This design comes from an exercise in tuning for small area and a short achievable clock period on the open sky130 flow, not from production work.
RTL that was checked went through simulation tests only; none was proved equivalent to the original.
Power is estimated from default activity; no workload was simulated.

Setup of job 4280:
==> flow/design.v (excerpt) <==
module rx_dma_packetizer #(
    parameter int FIFO_DEPTH    = 64,
    parameter int FRAME_SAMPLES = 256
) (
    input  logic        clk,
    input  logic        rst,
    input  logic        enable,
    input  logic        s_valid,
    input  logic [15:0] s_i,
    input  logic [15:0] s_q,
    output logic        m_axis_valid,
    input  logic        m_axis_ready,
    output logic [7:0]  m_axis_data,
    output logic        m_axis_last,
    output logic        overflow,
    output logic [15:0] drop_count,
    input  logic        clear_status
);
    localparam logic [1:0] c_ST_IDLE = 2'd0;
    localparam logic [1:0] c_ST_RUN  = 2'd1;
    localparam logic [1:0] c_ST_PAD  = 2'd2;
    logic [1:0]  r_state;
    logic [7:0]  r_wr_pos;       
    logic [7:0]  r_rd_pos;       
    logic [31:0] r_mem [0:63];
    logic        r_valid;
    logic [1:0]  r_byte_idx;
    logic [7:0]  r_data;
    logic [31:0] r_hold;
    logic        r_last;
    logic        r_overflow;
    logic [15:0] r_drop_count;
    wire w_lo_eq   = (r_wr_pos[5:0] == r_rd_pos[5:0]);
    wire w_hi_eq   = (r_wr_pos[7:6] == r_rd_pos[7:6]);
    logic r_full;                
    wire w_full    = r_full;
    wire w_empty   = w_lo_eq && w_hi_eq;
    wire w_run_acc    = (r_state == c_ST_RUN) && enable;
    wire w_in_pad     = (r_state == c_ST_PAD);
    wire w_frame_last = (r_wr_pos == 8'hFF);
    wire w_pad_write  = w_in_pad && !w_full;
    wire w_push       = (w_run_acc && s_valid && !w_full) || w_pad_write;
    wire w_drop       = w_run_acc && s_valid && w_full;
    wire w_hs      = r_valid && m_axis_ready;
    wire w_pop     = !w_empty && (!r_valid || (w_hs && (r_byte_idx == 2'd3)));
    always_ff @(posedge clk) begin
        if (rst) begin
            r_state <= c_ST_IDLE;
        end else begin
            case (r_state)
                c_ST_IDLE: if (enable) r_state <= c_ST_RUN;
                c_ST_RUN:  if (!enable) r_state <= (r_wr_pos == 8'd0) ? c_ST_IDLE : c_ST_PAD;
  ...
Size in the first run: about 2200 flip-flops, about 65 I/O pins, ~0.080 mm² of cells after synthesis.
clock: 5.0 ns
lec_check: 0
cap_margin: 20
core_margin: 2
core_utilization: 45
cts_buf_list: sky130_fd_sc_hd__clkbuf_8
cts_cluster_diameter: 60
cts_cluster_size: 16
setup_slack_margin: 2.5
slew_margin: 20
run.sh (not shown) runs the stock make flow with config.mk's settings and CLKGATE_MAP_FILE= SYNTH_SCRIPT=/design/flow/synth_recipe.tcl, a recipe that flattens the netlist after the stock synthesis.
No stage failed in job 4280, and the final checks on the layout all came back clean.
--- input diff job 4280..job 7902 ---
==> flow/flow/run.sh (new file) <==
#!/bin/bash
set -o pipefail
cp standard.sh standard.sh.orig.log
cp config.mk config.mk.orig.log
echo 'export BUFFER_PORTS_ARGS = -buffer_cell sky130_fd_sc_hd__buf_4' >> config.mk
bash standard.sh > standard.log 2>&1
==> flow/standard.sh (new file) <==
#!/bin/bash
# synth_recipe.tcl (not shown) runs the flow's synth.tcl, then flattens the netlist and writes it again
# the make line also repeats each setting of config.mk as NAME=value (left out here)
make -C /OpenROAD-flow-scripts/flow DESIGN_CONFIG=/design/flow/config.mk WORK_HOME=/design/flow/orfs CLKGATE_MAP_FILE= SYNTH_SCRIPT=/design/flow/synth_recipe.tcl "${@:-finish}"
diff --git a/flow/config.mk b/flow/config.mk
--- a/flow/config.mk
+++ b/flow/config.mk
@@ -15 +15,3 @@
-export SLEW_MARGIN = 20
+export SLEW_MARGIN = 70
+export TNS_END_PERCENT = 20
+export BUFFER_PORTS_ARGS = -buffer_cell sky130_fd_sc_hd__buf_4
removed: flow/run.sh
Notes after the runs:
Between job 7902 and job 4280, the met2 layer wire length in the routed design is lower for job 4280.
Routed metal-1 wirelength is lower on job 7902
Per the comparison of job 7902 with job 4280, largest fanout on the critical path decreased by 4 relative to the old numbers; switching share of power closely matched the old numbers; number of instances on the worst hold path closely matched the old numbers; layout-stage area growth over the synthesis result increased by 6.2 points relative to the old numbers.
As far as count of flip-flops and latches is concerned, job 4280 and job 7902 perform about the same.
Worst setup skew after layout for job 7902: 12 ps up relative to job 4280
Between job 7902 and job 4280, the difference in routability congestion estimate is negligible.
--- input diff job 7902..job 6975 ---
==> flow/run.sh (new file) <==
#!/bin/bash
# synth_recipe.tcl (not shown) runs the flow's synth.tcl, then flattens the netlist and writes it again
# the make line also repeats each setting of config.mk as NAME=value (left out here)
make -C /OpenROAD-flow-scripts/flow DESIGN_CONFIG=/design/flow/config.mk WORK_HOME=/design/flow/orfs CLKGATE_MAP_FILE= SYNTH_SCRIPT=/design/flow/synth_recipe.tcl finish
diff --git a/flow/config.mk b/flow/config.mk
--- a/flow/config.mk
+++ b/flow/config.mk
@@ -15 +15 @@
-export SLEW_MARGIN = 70
+export SLEW_MARGIN = 20
@@ -17 +16,0 @@
-export BUFFER_PORTS_ARGS = -buffer_cell sky130_fd_sc_hd__buf_4
removed: flow/flow/run.sh
removed: flow/standard.sh
Results
- [job 6975 vs job 7902] multi-input gate area in the final layout: lower in job 6975
- Summary of job 6975 over job 7902: net switching power figure saw a decrease; clock-buffer cell count now smaller.
The inputs of job 5366 differ from those of job 6975 as listed below.
==> flow/flow/run.sh (new file) <==
#!/bin/bash
set -o pipefail
cp standard.sh standard.sh.orig.log
cp config.mk config.mk.orig.log
echo 'export BUFFER_PORTS_ARGS = -buffer_cell sky130_fd_sc_hd__buf_4' >> config.mk
bash standard.sh > standard.log 2>&1
==> flow/standard.sh (new file) <==
#!/bin/bash
# synth_recipe.tcl (not shown) runs the flow's synth.tcl, then flattens the netlist and writes it again
# the make line also repeats each setting of config.mk as NAME=value (left out here)
make -C /OpenROAD-flow-scripts/flow DESIGN_CONFIG=/design/flow/config.mk WORK_HOME=/design/flow/orfs CLKGATE_MAP_FILE= SYNTH_SCRIPT=/design/flow/synth_recipe.tcl "${@:-finish}"
diff --git a/flow/config.mk b/flow/config.mk
--- a/flow/config.mk
+++ b/flow/config.mk
@@ -11 +10,0 @@
-export CTS_BUF_LIST = sky130_fd_sc_hd__clkbuf_8
@@ -13 +12 @@
-export CTS_CLUSTER_SIZE = 16
+export CTS_CLUSTER_SIZE = 30
@@ -16,0 +16 @@
+export BUFFER_PORTS_ARGS = -buffer_cell sky130_fd_sc_hd__buf_4
removed: flow/run.sh
==> run notes <==
Comparing job 5366 and job 6975, the higher highest cell delay on the worst timing path is on job 6975. Job 6975 has lower critical path depth than job 5366. In job 5366, the number of DRC markers after the initial detailed-route iteration came out 226 above the value in job 6975. As of job 5366, final instance count without filler cells had fallen slightly compared to job 6975. Changes observed in job 5366 relative to job 6975: relative area change from synthesis to final layout increased by 1.5 points relative to the old numbers, power increased by 10% relative to the old numbers, clock share of power increased by 7.0 points relative to the old numbers, maximum frequency decreased by 2.8 MHz relative to the old numbers. The slowest cell on the critical path comes out sky130_fd_sc_hd__or4_1 in one run and sky130_fd_sc_hd__and2_2 in the other, namely in job 5366 and job 6975 respectively. Number of clock buffer instances in the layout was higher in the run labelled job 6975. Via count of the first global-routing pass, job 5366 and job 6975: smaller value in job 6975.
Input-level comparison between job 6624 and job 5366:
diff --git a/flow/config.mk b/flow/config.mk
--- a/flow/config.mk
+++ b/flow/config.mk
@@ -10,0 +11 @@
+export CTS_BUF_LIST = sky130_fd_sc_hd__clkbuf_8
@@ -12,2 +13,2 @@
-export CTS_CLUSTER_SIZE = 30
-export SETUP_SLACK_MARGIN = 2.5
+export CTS_CLUSTER_SIZE = 16
+export SETUP_SLACK_MARGIN = 2.6
@@ -15 +16 @@
-export TNS_END_PERCENT = 20
+export TNS_END_PERCENT = 10
Findings:
Diff job 5366 -> job 6624: actual transition at the worst max-transition pin dropped 38 ps, final cell count climbed 85. Between job 5366 and job 6624, the flow reports power decreasing by a little under 10%. Summary of job 6624 over job 5366: critical path depth down 3; count of vias placed by the detailed router climbed 674.

* * *

rx_dma_packetizer, a different RTL version from the one above (not shown whole).
Size: ~4,300 cells after synthesis, about 2,300 flip-flops, roughly 0.081 sq mm of cells after synthesis.
clock: 5.0 ns
lec_check: 0
cap_margin: 20
core_margin: 2
core_utilization: 45
cts_cluster_diameter: 60
cts_cluster_size: 30
setup_slack_margin: 2.6
slew_margin: 20
tns_end_percent: 40
buffer_ports_args: -buffer_cell sky130_fd_sc_hd__buf_4
standard.sh (not shown) runs the stock make flow with config.mk's settings and CLKGATE_MAP_FILE= SYNTH_SCRIPT=/design/flow/synth_recipe.tcl, a recipe that flattens the netlist after the stock synthesis.
==> flow/flow/run.sh <==
#!/bin/bash
set -o pipefail
cp standard.sh standard.sh.orig.log
cp config.mk config.mk.orig.log
echo 'export BUFFER_PORTS_ARGS = -buffer_cell sky130_fd_sc_hd__buf_4' >> config.mk
bash standard.sh > standard.log 2>&1
The starting point ran to the end with no violations.
Rerun with:
CTS_BUF_LIST = sky130_fd_sc_hd__clkbuf_8   (was default)
CTS_CLUSTER_SIZE = 16   (was 30)
SETUP_SLACK_MARGIN = 2.5   (was 2.6)
TNS_END_PERCENT = 20   (was 40)
After rerunning:
- clock power decreases by 30%
- cell count goes down by 1.2%
- maximum frequency drops by 3.8%
- cell area falls by 3.3%
- global-route usage is lower by 0.83 points
- synthesized area stays the same
No functional check of the RTL was part of any run of this note.

* * *

rx_dma_packetizer with an RTL version that a note above also has.
Size in the first run: about 4300 cells after synthesis, about 2200 flip-flops, about 65 I/O pins, roughly 0.080 mm2 of cells after synthesis.
==> flow/config.mk <==
export PLATFORM = sky130hd
export DESIGN_NAME = rx_dma_packetizer
export DESIGN_NICKNAME = rx_dma_packetizer
export VERILOG_FILES = /design/flow/design.v
export SDC_FILE = /design/flow/constraint.sdc
export NUM_CORES = 4
export LEC_CHECK = 0
export CAP_MARGIN = 20
export CORE_MARGIN = 2
export CORE_UTILIZATION = 45
export CTS_BUF_LIST = sky130_fd_sc_hd__clkbuf_8
export CTS_CLUSTER_DIAMETER = 60
export CTS_CLUSTER_SIZE = 16
export SETUP_SLACK_MARGIN = 2.75
export SLEW_MARGIN = 20
export TNS_END_PERCENT = 10
export BUFFER_PORTS_ARGS = -buffer_cell sky130_fd_sc_hd__buf_4
==> flow/constraint.sdc <==
create_clock -name core_clock -period 5.0 [get_ports {clk}]
set_input_delay 1.0000 -clock core_clock [delete_from_list [all_inputs] [get_ports {clk}]]
set_output_delay 1.0000 -clock core_clock [all_outputs]
set_load 0.01 [all_outputs]
Scripts as last shown in full above: flow/flow/run.sh
==> next run, changes <==
==> flow/run.sh (new file) <==
#!/bin/bash
# synth_recipe.tcl (not shown) runs the flow's synth.tcl, then flattens the netlist and writes it again
# the make line also repeats each setting of config.mk as NAME=value (left out here)
make -C /OpenROAD-flow-scripts/flow DESIGN_CONFIG=/design/flow/config.mk WORK_HOME=/design/flow/orfs CLKGATE_MAP_FILE= SYNTH_SCRIPT=/design/flow/synth_recipe.tcl finish
- BUFFER_PORTS_ARGS: -buffer_cell sky130_fd_sc_hd__buf_4 -> unset
- CTS_BUF_LIST: sky130_fd_sc_hd__clkbuf_8 -> unset
- CTS_CLUSTER_SIZE: 16 -> 30
- SETUP_SLACK_MARGIN: 2.75 -> 2.5
- TNS_END_PERCENT: 10 -> unset
removed: flow/flow/run.sh
removed: flow/standard.sh
Effect: The changed run ran to the end with no violations. Clock power rises by a quarter to a third. Setup slack stays flat. Area after synthesis is unchanged.
==> next run, changes <==
==> flow/flow/run.sh (new file) <==
#!/bin/bash
set -o pipefail
cp standard.sh standard.sh.orig.log
cp config.mk config.mk.orig.log
echo 'export BUFFER_PORTS_ARGS = -buffer_cell sky130_fd_sc_hd__buf_4' >> config.mk
bash standard.sh > standard.log 2>&1
==> flow/standard.sh (new file) <==
#!/bin/bash
# synth_recipe.tcl (not shown) runs the flow's synth.tcl, then flattens the netlist and writes it again
# the make line also repeats each setting of config.mk as NAME=value (left out here)
make -C /OpenROAD-flow-scripts/flow DESIGN_CONFIG=/design/flow/config.mk WORK_HOME=/design/flow/orfs CLKGATE_MAP_FILE= SYNTH_SCRIPT=/design/flow/synth_recipe.tcl "${@:-finish}"
- BUFFER_PORTS_ARGS: unset -> -buffer_cell sky130_fd_sc_hd__buf_4
removed: flow/run.sh
After rerunning: Power grows by 1.1%. Critical path depth came out higher by 3. Final cell count stays flat. Core utilization is about the same. Register-to-register slack gets better by 0.05 ns. Clock power goes up by about 4%. Cell area barely changes. Die area stays the same. Sequential power stays flat.
==> next run, changes <==
- CTS_BUF_LIST: unset -> sky130_fd_sc_hd__clkbuf_8
- CTS_CLUSTER_SIZE: 30 -> 16
- TNS_END_PERCENT: unset -> 20
Effect: The changed run ran to the end with no violations. Register-to-register slack degrades by 0.04 ns. Clock-buffer cell count climbs by 20. Hold slack degrades by 0.11 ns. Cell count climbs slightly. Final area drops by a few percent. Power drops by roughly a tenth.
==> next run, changes <==
- PLACE_DENSITY: unset -> 0.72
Sequential share of layout area came out higher by 0.55 points.
Clock-buffer cell count came out lower by 7.
Via count came out higher by 2.0%.
Worst setup slack gets worse by 0.26 ns.
Total power came out lower by 0.71%.
Sequential power stays flat.
Clock power came out lower by 2.8%.
Synthesized cell count stays the same.
Flip-flop and latch count stays the same.
Design area came out lower by 0.86%.

re-timing with driven ports:
The flow's constraints put no driver on any port. The routed layouts listed below were extracted and timed again, unchanged, in two steps. Step 1 (the two cells are an assumption about what drives the block):
set clk [get_ports {clk}]
set_driving_cell -lib_cell sky130_fd_sc_hd__clkbuf_16 $clk
set_driving_cell -lib_cell sky130_fd_sc_hd__buf_2 [delete_from_list [all_inputs] $clk]
Step 2 also shifts input and output timing later by t, the mid clock arrival at the registers, as if the neighbouring blocks saw the same clock. Three values: ideal ports, drivers, drivers and shift; two values: the first two.
| run | t, ns | slack for setup (ns) | hold WS [ns] | latest minus earliest clock arrival (ns) |
|---|---|---|---|---|
| job 4280 | 1.044 | 2.372 / 2.346 / 1.741 | 0.457 / 0.457 / 0.457 | 0.064 / 0.064 |
| job 7902 | 1.030 | 2.398 / 2.388 / 1.818 | 0.331 / 0.271 / 0.455 | 0.079 / 0.079 |
| job 6975 | 1.044 | 2.341 / 2.341 / 1.747 | 0.458 / 0.458 / 0.458 | 0.061 / 0.061 |
| job 5366 | 0.889 | 2.321 / 2.321 / 2.224 | 0.469 / 0.437 / 0.469 | 0.073 / 0.073 |
| job 6624 | 1.036 | 2.365 / 2.365 / 2.301 | 0.315 / 0.255 / 0.474 | 0.090 / 0.090 |
| the first run of note 2 | 0.893 | 2.388 / 2.388 / 1.843 | 0.480 / 0.416 / 0.480 | 0.068 / 0.068 |
| the second run of note 2 | 1.062 | 2.284 / 2.226 / 1.883 | 0.301 / 0.234 / 0.451 | 0.073 / 0.073 |
| the first run of note 3 | 1.043 | 2.354 / 2.354 / 2.295 | 0.318 / 0.259 / 0.477 | 0.067 / 0.068 |
| the second run of note 3 | 0.881 | 2.356 / 2.356 / 1.708 | 0.455 / 0.455 / 0.455 | 0.060 / 0.060 |
| the third run of note 3 | 0.893 | 2.408 / 2.408 / 2.227 | 0.467 / 0.436 / 0.467 | 0.073 / 0.073 |
| the fourth run of note 3 | 1.013 | 2.363 / 2.359 / 2.237 | 0.360 / 0.301 / 0.464 | 0.082 / 0.082 |
| the fifth run of note 3 | 1.023 | 2.099 / 2.099 / 1.592 | 0.357 / 0.301 / 0.489 | 0.091 / 0.091 |
After both steps every run listed still meets setup and hold. The setup slack of the second run of note 3, which loses most, moves by 0.000 ns with the drivers and by -0.648 ns with both steps.
